What follows belongs to an exercise in optimizing a design on an open flow for small area; a production flow would make more cautious choices. The RTL was checked by simulation tests, not by an equivalence proof against the original design. Power figures rest on the tool's default switching activity, not on a simulated workload.

Design prog_loader, start of the top module:
module prog_loader #(
    parameter int unsigned DEPTH = 64
) (
    input  logic        clk,
    input  logic        reset,
    input  logic [7:0]  rx_data,
    input  logic        rx_valid,
    input  logic [31:0] PC,
    output logic [31:0] Instruction,
    output logic        cpu_reset,
    output logic        loaded,
    output logic        load_error,
    output logic [7:0]  word_count
);
export LEC_CHECK = 0
export CAP_MARGIN = 20
export CORE_MARGIN = 2
export CORE_UTILIZATION = 60
export CTS_BUF_LIST = sky130_fd_sc_hd__clkbuf_16
export CTS_CLUSTER_DIAMETER = 100
export CTS_CLUSTER_SIZE = 30
export PLACE_DENSITY = 0.75
export SLEW_MARGIN = 20
export SYNTH_HIERARCHICAL = 1
create_clock -name core_clock -period 7.5 [get_ports {clk}]
run.sh (not shown) runs the stock make flow with config.mk's settings and CLKGATE_MAP_FILE= SYNTH_SCRIPT=/design/flow/synth_recipe.tcl, a recipe that flattens the netlist after the stock synthesis.
Next try:
Settings changed: CTS_BUF_LIST sky130_fd_sc_hd__clkbuf_16 to sky130_fd_sc_hd__clkbuf_4 sky130_fd_sc_hd__clkbuf_8, CTS_CLUSTER_DIAMETER 100 to default, CTS_CLUSTER_SIZE 30 to default.
After rerunning: Setup slack degrades by 0.057 ns; final cell count went up by about 6%; clock power went up by 91%; via count went up by 3.6%; hold slack degrades by 0.0073 ns; core utilization went up by 3.8 points; fmax went down by about 0.8%; clock-buffer cell count went up by 437; wire length went up by about 2.8%; synthesized area stays the same; global-route usage went up by 1.2 points.
Next try:
Settings changed: CORE_UTILIZATION 60 to 40, CTS_BUF_LIST sky130_fd_sc_hd__clkbuf_4 sky130_fd_sc_hd__clkbuf_8 to default, PLACE_DENSITY 0.75 to default.
- The new run finished with setup timing left
- total power goes up slightly
- register-to-register slack gets better by 0.25 ns
- die area rises by well over a third
- core utilization falls by 21 points
- final cell count is higher by a few percent
- worst hold slack barely changes

---

Another version of the RTL of prog_loader (not shown whole).
For scale: ~6,000 cells after synthesis, about 0.086 mm² of cells after synthesis.
Settings: LEC_CHECK=0, CAP_MARGIN=20, CORE_MARGIN=2, CORE_UTILIZATION=66, PLACE_DENSITY=0.8, SLEW_MARGIN=20, SYNTH_HIERARCHICAL=1; clock period 7.5 ns.
standard.sh (not shown) runs the stock make flow with config.mk's settings and CLKGATE_MAP_FILE= SYNTH_SCRIPT=/design/flow/synth_recipe.tcl, a recipe that flattens the netlist after the stock synthesis.
==> flow/flow/run.sh <==
#!/bin/bash
# Standard layout (the standard.sh) with these changes:
#  - after floorplan, logic gates start at their smallest drive (downsize.tcl);
#  - ports are buffered with buf_1 cells;
#  - CTS uses clkbuf_4 in small clusters and no dummy loads.
# make's output goes to flow_make.log; each ORFS step logs under orfs/logs/.
set -euo pipefail
here=$(cd "$(dirname "$0")" && pwd)
export POST_FLOORPLAN_TCL="$here/downsize.tcl"
export BUFFER_PORTS_ARGS="-buffer_cell sky130_fd_sc_hd__buf_1"
export CTS_ARGS="-sink_clustering_enable -repair_clock_nets -buf_list sky130_fd_sc_hd__clkbuf_4 -sink_clustering_size 10 -sink_clustering_max_diameter 50 -dont_use_dummy_load"
bash standard.sh > flow_make.log 2>&1
==> flow/flow/downsize.tcl <==
# Start every logic gate at its smallest drive strength (the _1 variant);
# placement, CTS and routing repair then upsize or buffer only what timing,
# slew or load need. Flip-flops and clock cells are left as they are.
set n 0
foreach inst [get_cells *] {
  set m [get_property $inst ref_name]
  if {[regexp {^sky130_fd_sc_hd__(\w+)_(\d+)$} $m -> base drv]} {
    if {$drv > 1 && ![regexp {^(df|edf|sdf|dl|clk|conb|tap|fill|decap)} $base]} {
      set target sky130_fd_sc_hd__${base}_1
      if {[llength [get_lib_cells -quiet */$target]]} {
        replace_cell $inst [get_lib_cells */$target]
        incr n
      }
    }
  }
}
puts "downsize.tcl: replaced $n cells by their _1 variant"
Next try:
- CORE_UTILIZATION: 66 -> 60
- PLACE_DENSITY: 0.8 -> 0.75
The changed run completed with no timing, DRC or antenna violations.
Hold slack loses 0.016 ns.
Setup slack gains 0.14 ns.
Count of clock-buffer cells in the layout came out higher by 3.
Synthesized area stays the same.
Flip-flop and latch count does not change.
Die area came out higher by 9.9%.
Design area came out higher by 0.48%.

re-timing with driven ports:
The results above use ideal ports. As a check the final layouts listed here were re-extracted and re-timed, cells and wires unchanged. Step 1, drivers: a clkbuf_16 drives clk and a buf_2 each remaining input, both assumed. Step 2 adds t to the input delays and takes it off the output delays; t is the mean of the earliest and latest rising clock arrival at the registers after step 1. Input paths then give back, and output paths get back, about the clock's delay inside the block. Slacks: ideal / step 1 / step 2; pairs: ideal / step 1.
| run | shift t [ns] | slack for setup (ns) | clock arrival spread, ns |
|---|---|---|---|
| the first run of note 1 | 0.800 | 0.211 / 0.169 / 0.169 | 0.050 / 0.050 |
| the second run of note 1 | 1.099 | 0.153 / 0.112 / 0.112 | 0.059 / 0.059 |
| the third run of note 1 | 0.941 | -0.062 / -0.098 / -0.098 | 0.056 / 0.056 |
| the first run of note 2 | 1.270 | 0.507 / 0.420 / 0.420 | 0.140 / 0.140 |
| the second run of note 2 | 1.310 | 0.649 / 0.583 / 0.583 | 0.129 / 0.129 |
For the first run of note 2, which loses most, drivers alone change the setup slack by -0.087 ns; drivers and shift together by -0.087 ns.
